Source: an optimization exercise on an open RTL-to-GDS flow (aim: small area and a short achievable clock period). Production flows keep margins and buffers that such runs may drop. At most, simulation tests tie the RTL to the original design; equivalence was not proved. The clock port is modelled as an ideal driver; clocking choices that lean on that would not hold on a real chip. Power is estimated from default activity; no workload was simulated.

==> run Y <==
// bin_mult
module bin_mult #(
  parameter int WIDTH  = 32,
  parameter int STAGES = 4
) (
  input  logic               CLK,
  input  logic               rst_n,
  input  logic [WIDTH-1:0]   A,
  input  logic [WIDTH-1:0]   B,
  output logic [2*WIDTH-1:0] C
);
clock: 9.0 ns
lec_check: 0
cap_margin: 20
core_margin: 2
core_utilization: 40
slew_margin: 20
standard.sh (not shown) runs the stock make flow with config.mk's settings and CLKGATE_MAP_FILE= SYNTH_SCRIPT=/design/flow/synth_recipe.tcl, a recipe that flattens the netlist after the stock synthesis.
==> flow/flow/run.sh <==
#!/bin/bash
# Own layout flow: the standard synthesis, then a polarity pass over the mapped
# netlist (flow/polarity.py: flips full adders and 2-input gates to remove
# inverters, same registers and same function), then the standard layout steps.
set -uo pipefail
R=orfs/results/sky130hd/bin_mult/base
MARGIN=$(cat flow/margin.txt 2>/dev/null || echo 0)
bash standard.sh synth > log_synth.txt 2>&1 || { tail -20 log_synth.txt; exit 1; }
cp $R/1_2_yosys.v $R/1_2_yosys_standard.v
python3 flow/polarity.py $R/1_2_yosys_standard.v $R/1_2_yosys_polarity.v > log_polarity.txt 2>&1 || { cat log_polarity.txt; exit 1; }
cp $R/1_2_yosys_polarity.v $R/1_2_yosys.v
rm -f $R/1_synth.odb
bash standard.sh finish SETUP_SLACK_MARGIN=$MARGIN > log_layout.txt 2>&1 || { tail -20 log_layout.txt; exit 1; }
==> flow/flow/margin.txt <==
6
Other scripts of this flow, unchanged in this note and not shown: flow/flow/polarity.py
==> run F: changes against run Y <==
==> flow/flow/margin.txt (replaced) <==
5
==> results.json <==
{
  "ir_drop_v": 0.000209,
  "final_cell_count_no_fill": 4571,
  "status": "timing/DRC/antenna clean",
  "wl_met1_mm": 43.0,
  "numCtsBuffers": 71,
  "power.density_nw_per_um2": 372,
  "viasPerCell": 5.15,
  "critPathMaxStageDelay_ns": 0.60,
  "crit_type": "reg2reg",
  "routed_wl_mm": 100,
  "crit_start": "h3_42[2]",
  "hold_start": "b1_r[28]"
}
(the above is from run Y)
==> results.json <==
{
  "crit_type": "reg2out",
  "numCtsBuffers": 69,
  "wl_met1_mm": 43.0,
  "crit_start": "C[4]",
  "power.density_nw_per_um2": 364,
  "viasPerCell": 5.09,
  "final_cell_count_no_fill": 4535,
  "ir_drop_v": 0.000167,
  "critPathMaxStageDelay_ns": 0.56,
  "status": "timing/DRC/antenna clean",
  "hold_start": "b_r[25]"
}
(the above is from run F)

========
==> quartz <==
Another version of the RTL of bin_mult (not shown whole).
// bin_mult
module bin_mult #(
  parameter int WIDTH  = 32,
  parameter int STAGES = 4
) (
  input  logic               CLK,
  input  logic               rst_n,
  input  logic [WIDTH-1:0]   A,
  input  logic [WIDTH-1:0]   B,
  output logic [2*WIDTH-1:0] C
);
Settings: LEC_CHECK=0, CAP_MARGIN=20, CORE_MARGIN=2, CORE_UTILIZATION=60, CTS_CLUSTER_DIAMETER=80, CTS_CLUSTER_SIZE=24, PLACE_DENSITY=0.7, SLEW_MARGIN=20; clock period 9.0 ns.
==> flow/flow/run.sh <==
#!/bin/bash
# Own layout flow: the standard synthesis, then a polarity pass over the mapped
# netlist (flow/polarity.py: flips full adders and 2-input gates to remove
# inverters; same registers, same function), then the standard layout steps
# with the make settings listed one per line in flow/extra.txt, and a hook
# after CTS (flow/post_cts.tcl) that lets the clock port drive the first level
# of the clock tree directly.
set -uo pipefail
R=orfs/results/sky130hd/bin_mult/base
EXTRA=()
if [[ -f flow/extra.txt ]]; then readarray -t EXTRA < <(grep -v '^\s*$' flow/extra.txt); fi
bash standard.sh synth > log_synth.txt 2>&1 || { tail -20 log_synth.txt; exit 1; }
cp $R/1_2_yosys.v $R/1_2_yosys_standard.v
python3 flow/polarity.py $R/1_2_yosys_standard.v $R/1_2_yosys_polarity.v > log_polarity.txt 2>&1 || { cat log_polarity.txt; exit 1; }
cp $R/1_2_yosys_polarity.v $R/1_2_yosys.v
rm -f $R/1_synth.odb
bash standard.sh finish "POST_CTS_TCL=$PWD/flow/post_cts.tcl" "${EXTRA[@]}" > log_layout.txt 2>&1 || { tail -20 log_layout.txt; exit 1; }
Other scripts of this flow, unchanged in this note and not shown: flow/flow/extra.txt, flow/flow/polarity.py, flow/flow/post_cts.tcl
==> fjord (differences from quartz) <==
--- a/flow/design.v
+++ b/flow/design.v
@@ -6,14 +6,15 @@
   input  logic               rst_n,
   input  logic [WIDTH-1:0]   A,
   input  logic [WIDTH-1:0]   B,
   output logic [2*WIDTH-1:0] C
 );
   logic [31:0] a_r;
   logic [48:0] b_r;
+  logic [31:0] braw_r;
   logic [3:0]  v_r;
   logic [63:0] prod;
   logic [0:0] h1_0;
   logic [0:0] h1_1;
   logic [0:0] h1_2;
   logic [0:0] h1_3;
   logic [1:0] h1_4;
@@ -733,14 +734,54 @@
   logic c266;
   assign s265 = ~(~b_r[12]) ^ ~(((b_r[16] & a_r[31]) | (b_r[17] & a_r[30])) ^ b_r[15]) ^ c264;
   assign c266 = (~(~b_r[12]) & ~(((b_r[16] & a_r[31]) | (b_r[17] & a_r[30])) ^ b_r[15])) | (~(~b_r[12]) & c264) | (~(((b_r[16] & a_r[31]) | (b_r[17] & a_r[30])) ^ b_r[15]) & c264);
   logic s267;
   logic c268;
   assign s267 = 1'b0 ^ ~(((b_r[17] & a_r[31])) ^ b_r[15]) ^ c266;
   assign c268 = (1'b0 & ~(((b_r[17] & a_r[31])) ^ b_r[15])) | (1'b0 & c266) | (~(((b_r[17] & a_r[31])) ^ b_r[15]) & c266);
+  logic e6_n, e6_o, e6_t;
+  assign e6_n = braw_r[13];
+  assign e6_o = braw_r[12] ^ braw_r[11];
+  assign e6_t = (braw_r[13] & ~braw_r[12] & ~braw_r[11]) | (~braw_r[13] & braw_r[12] & braw_r[11]);
+  logic e7_n, e7_o, e7_t;
+  assign e7_n = braw_r[15];
+  assign e7_o = braw_r[14] ^ braw_r[13];
+  assign e7_t = (braw_r[15] & ~braw_r[14] & ~braw_r[13]) | (~braw_r[15] & braw_r[14] & braw_r[13]);
+  logic e8_n, e8_o, e8_t;
+  assign e8_n = braw_r[17];
+  assign e8_o = braw_r[16] ^ braw_r[15];
+  assign e8_t = (braw_r[17] & ~braw_r[16] & ~braw_r[15]) | (~braw_r[17] & braw_r[16] & braw_r[15]);
+  logic e9_n, e9_o, e9_t;
+  assign e9_n = braw_r[19];
+  assign e9_o = braw_r[18] ^ braw_r[17];
+  assign e9_t = (braw_r[19] & ~braw_r[18] & ~braw_r[17]) | (~braw_r[19] & braw_r[18] & braw_r[17]);
+  logic e10_n, e10_o, e10_t;
+  assign e10_n = braw_r[21];
+  assign e10_o = braw_r[20] ^ braw_r[19];
+  assign e10_t = (braw_r[21] & ~braw_r[20] & ~braw_r[19]) | (~braw_r[21] & braw_r[20] & braw_r[19]);
+  logic e11_n, e11_o, e11_t;
+  assign e11_n = braw_r[23];
+  assign e11_o = braw_r[22] ^ braw_r[21];
+  assign e11_t = (braw_r[23] & ~braw_r[22] & ~braw_r[21]) | (~braw_r[23] & braw_r[22] & braw_r[21]);
+  logic e12_n, e12_o, e12_t;
+  assign e12_n = braw_r[25];
+  assign e12_o = braw_r[24] ^ braw_r[23];
+  assign e12_t = (braw_r[25] & ~braw_r[24] & ~braw_r[23]) | (~braw_r[25] & braw_r[24] & braw_r[23]);
+  logic e13_n, e13_o, e13_t;
+  assign e13_n = braw_r[27];
+  assign e13_o = braw_r[26] ^ braw_r[25];
+  assign e13_t = (braw_r[27] & ~braw_r[26] & ~braw_r[25]) | (~braw_r[27] & braw_r[26] & braw_r[25]);
+  logic e14_n, e14_o, e14_t;
+  assign e14_n = braw_r[29];
+  assign e14_o = braw_r[28] ^ braw_r[27];
+  assign e14_t = (braw_r[29] & ~braw_r[28] & ~braw_r[27]) | (~braw_r[29] & braw_r[28] & braw_r[27]);
+  logic e15_n, e15_o, e15_t;
+  assign e15_n = braw_r[31];
+  assign e15_o = braw_r[30] ^ braw_r[29];
+  assign e15_t = (braw_r[31] & ~braw_r[30] & ~braw_r[29]) | (~braw_r[31] & braw_r[30] & braw_r[29]);
   logic s269;
   logic c270;
   assign s269 = ~(h1_4[0] ^ h1_4[1]);
   assign c270 = h1_4[0] | h1_4[1];
   logic s271;
   logic c272;
   assign s271 = h1_5[0] ^ h1_5[1] ^ h1_5[2];
@@ -3048,15 +3089,53 @@
   assign xs[46] = p0[46] ^ pg1338;
   assign xs[47] = p0[47] ^ pg1340;
   assign xs[48] = p0[48] ^ pg1342;
   assign xs[49] = p0[49] ^ pg1344;
   assign prod = {~xs[49], ~xs[48], ~xs[47], ~xs[46], ~xs[45], ~xs[44], ~xs[43], ~xs[42], ~xs[41], ~xs[40], ~xs[39], ~xs[38], ~xs[37], ~xs[36], ~xs[35], ~xs[34], ~xs[33], ~xs[32], ~xs[31], ~xs[30], ~xs[29], ~xs[28], ~xs[27], ~xs[26], ~xs[25], ~xs[24], ~xs[23], ~xs[22], ~xs[21], ~xs[20], ~xs[19], ~xs[18], ~xs[17], ~xs[16], ~xs[15], ~xs[14], ~xs[13], ~xs[12], ~xs[11], ~xs[10], ~xs[9], ~xs[8], ~xs[7], ~xs[6], ~xs[5], ~xs[4], ~xs[3], ~xs[2], ~xs[1], ~xs[0], ~h3_13[0], ~h3_12[0], ~h3_11[0], ~h3_10[0], ~h3_9[0], ~h3_8[0], ~h3_7[0], ~h3_6[0], ~h3_5[0], ~h3_4[0], ~h3_3[0], ~h3_2[0], ~h3_1[0], ~h3_0[0]};
   always_ff @(posedge CLK) begin
     a_r <= A;
-    b_r <= b_enc;
+    b_r[0] <= b_enc[0];
+    b_r[1] <= b_enc[1];
+    b_r[2] <= b_enc[2];
+    b_r[3] <= b_enc[3];
+    b_r[4] <= b_enc[4];
+    b_r[5] <= b_enc[5];
+    b_r[6] <= b_enc[6];
+    b_r[7] <= b_enc[7];
+    b_r[8] <= b_enc[8];
+    b_r[9] <= b_enc[9];
+    b_r[10] <= b_enc[10];
+    b_r[11] <= b_enc[11];
+    b_r[12] <= b_enc[12];
+    b_r[13] <= b_enc[13];
+    b_r[14] <= b_enc[14];
+    b_r[15] <= b_enc[15];
+    b_r[16] <= b_enc[16];
+    b_r[17] <= b_enc[17];
+    braw_r[11] <= B[11];
+    braw_r[12] <= B[12];
+    braw_r[13] <= B[13];
+    braw_r[14] <= B[14];
+    braw_r[15] <= B[15];
+    braw_r[16] <= B[16];
+    braw_r[17] <= B[17];
+    braw_r[18] <= B[18];
+    braw_r[19] <= B[19];
+    braw_r[20] <= B[20];
+    braw_r[21] <= B[21];
+    braw_r[22] <= B[22];
+    braw_r[23] <= B[23];
+    braw_r[24] <= B[24];
+    braw_r[25] <= B[25];
+    braw_r[26] <= B[26];
+    braw_r[27] <= B[27];
+    braw_r[28] <= B[28];
+    braw_r[29] <= B[29];
+    braw_r[30] <= B[30];
+    braw_r[31] <= B[31];
     h1_0[0] <= s1;
     h1_1[0] <= s3;
     h1_2[0] <= s7;
     h1_3[0] <= s11;
     h1_4[0] <= c12;
     h1_4[1] <= s15;
     h1_5[0] <= c14;
@@ -3136,45 +3215,45 @@
     h1_40[1] <= s263;
     h1_40[2] <= c262;
     h1_41[0] <= s265;
     h1_42[0] <= s267;
     h1_43[0] <= ~(~b_r[15]);
     h1_43[1] <= c268;
     a1_r <= a_r;
-    b1_r[18] <= b_r[18];
-    b1_r[19] <= b_r[19];
-    b1_r[20] <= b_r[20];
-    b1_r[21] <= b_r[21];
-    b1_r[22] <= b_r[22];
-    b1_r[23] <= b_r[23];
-    b1_r[24] <= b_r[24];
-    b1_r[25] <= b_r[25];
-    b1_r[26] <= b_r[26];
-    b1_r[27] <= b_r[27];
-    b1_r[28] <= b_r[28];
-    b1_r[29] <= b_r[29];
-    b1_r[30] <= b_r[30];
-    b1_r[31] <= b_r[31];
-    b1_r[32] <= b_r[32];
-    b1_r[33] <= b_r[33];
-    b1_r[34] <= b_r[34];
-    b1_r[35] <= b_r[35];
-    b1_r[36] <= b_r[36];
-    b1_r[37] <= b_r[37];
-    b1_r[38] <= b_r[38];
-    b1_r[39] <= b_r[39];
-    b1_r[40] <= b_r[40];
-    b1_r[41] <= b_r[41];
-    b1_r[42] <= b_r[42];
-    b1_r[43] <= b_r[43];
-    b1_r[44] <= b_r[44];
-    b1_r[45] <= b_r[45];
-    b1_r[46] <= b_r[46];
-    b1_r[47] <= b_r[47];
-    b1_r[48] <= b_r[48];
+    b1_r[18] <= e6_n;
+    b1_r[19] <= e6_o;
+    b1_r[20] <= e6_t;
+    b1_r[21] <= e7_n;
+    b1_r[22] <= e7_o;
+    b1_r[23] <= e7_t;
+    b1_r[24] <= e8_n;
+    b1_r[25] <= e8_o;
+    b1_r[26] <= e8_t;
+    b1_r[27] <= e9_n;
+    b1_r[28] <= e9_o;
+    b1_r[29] <= e9_t;
+    b1_r[30] <= e10_n;
+    b1_r[31] <= e10_o;
+    b1_r[32] <= e10_t;
+    b1_r[33] <= e11_n;
+    b1_r[34] <= e11_o;
+    b1_r[35] <= e11_t;
+    b1_r[36] <= e12_n;
+    b1_r[37] <= e12_o;
+    b1_r[38] <= e12_t;
+    b1_r[39] <= e13_n;
+    b1_r[40] <= e13_o;
+    b1_r[41] <= e13_t;
+    b1_r[42] <= e14_n;
+    b1_r[43] <= e14_o;
+    b1_r[44] <= e14_t;
+    b1_r[45] <= e15_n;
+    b1_r[46] <= e15_o;
+    b1_r[47] <= e15_t;
+    b1_r[48] <= braw_r[31];
     h2_0[0] <= h1_0[0];
     h2_1[0] <= h1_1[0];
     h2_2[0] <= h1_2[0];
     h2_3[0] <= h1_3[0];
     h2_4[0] <= s269;
     h2_5[0] <= s273;
     h2_6[0] <= s277;
==> run summary <==
quantity                                                                          fjord                  quartz
Result of the run                                                        finished clean          finished clean
Worst flop-to-flop path endpoint                                        C[45]$_DFF_PP0_         C[56]$_DFF_PP0_
Final Total Pwr                                                                0.0134 W                0.0137 W
Power Density                                                               358 nW/um^2             363 nW/um^2
Register share of the cell area                                                   0.319                   0.321
Die width                                                                        244 um                  245 um
Number of standard cells in the final layout excluding fillers                     3709                    3730
Number of non-clock inverters                                                        70                      69
Average size of a mapped cell                                                11.7 sq um              11.9 sq um
Net switching power                                                           0.00562 W               0.00577 W
Origin of the critical flop-to-flop path                               h3_14[1]$_DFF_P_        h3_14[0]$_DFF_P_
Cell with the biggest individual delay on the critical path     sky130_fd_sc_hd__o41a_1  sky130_fd_sc_hd__or4_4
Worst Setup EP                                                          C[45]$_DFF_PP0_         C[56]$_DFF_PP0_
Fraction of layout instances using a drive strength above 1                      0.0798                  0.0968
Combinational group power                                                     0.00719 W               0.00739 W
Clk pwr                                                                       0.00167 W               0.00182 W
Final Cell Area                                                             37400 sq um             37900 sq um
Layout Skew                                                                   0.0169 ns               0.0217 ns
Multi-input gate area                                                       21800 sq um             21700 sq um
Post-layout util                                                                  0.652                   0.659
Wire length on met3                                                             14.5 mm                 15.0 mm
Clock network share of area                                                      0.0297                  0.0328
Clock share of power                                                              0.125                   0.133
No run of this note included a check of the RTL's function; only the layout flow was run.

-- what the ideal ports hide --
Ports are ideal in the flow. The routed layouts listed here were re-timed in OpenROAD.
Step 1, drivers: a clkbuf_16 drives CLK and a buf_2 each remaining input, both assumed.
Step 2 adds t to the input delays and takes it off the output delays; t is the mean of the earliest and latest rising clock arrival at the registers after step 1. Input paths then give back, and output paths get back, about the clock's delay inside the block.
Three values: ideal ports, drivers, drivers and shift; two values: the first two.
run | t, ns | setup WS [ns] | latest minus earliest clock arrival (ns)
run Y | 0.697 | 5.906 / 5.906 / 5.847 | 0.033 / 0.034
run F | 0.685 | 5.611 / 5.547 / 5.675 | 0.049 / 0.048
quartz | 0.517 | 6.030 / 6.030 / 6.030 | 0.024 / 0.024
fjord | 0.505 | 6.064 / 6.064 / 6.064 | 0.017 / 0.018
After both steps setup and hold are still met in every run listed. For run Y, which loses most, drivers alone change the setup slack by 0.000 ns; drivers and shift together by -0.059 ns. Setup slack includes reset recovery checks.
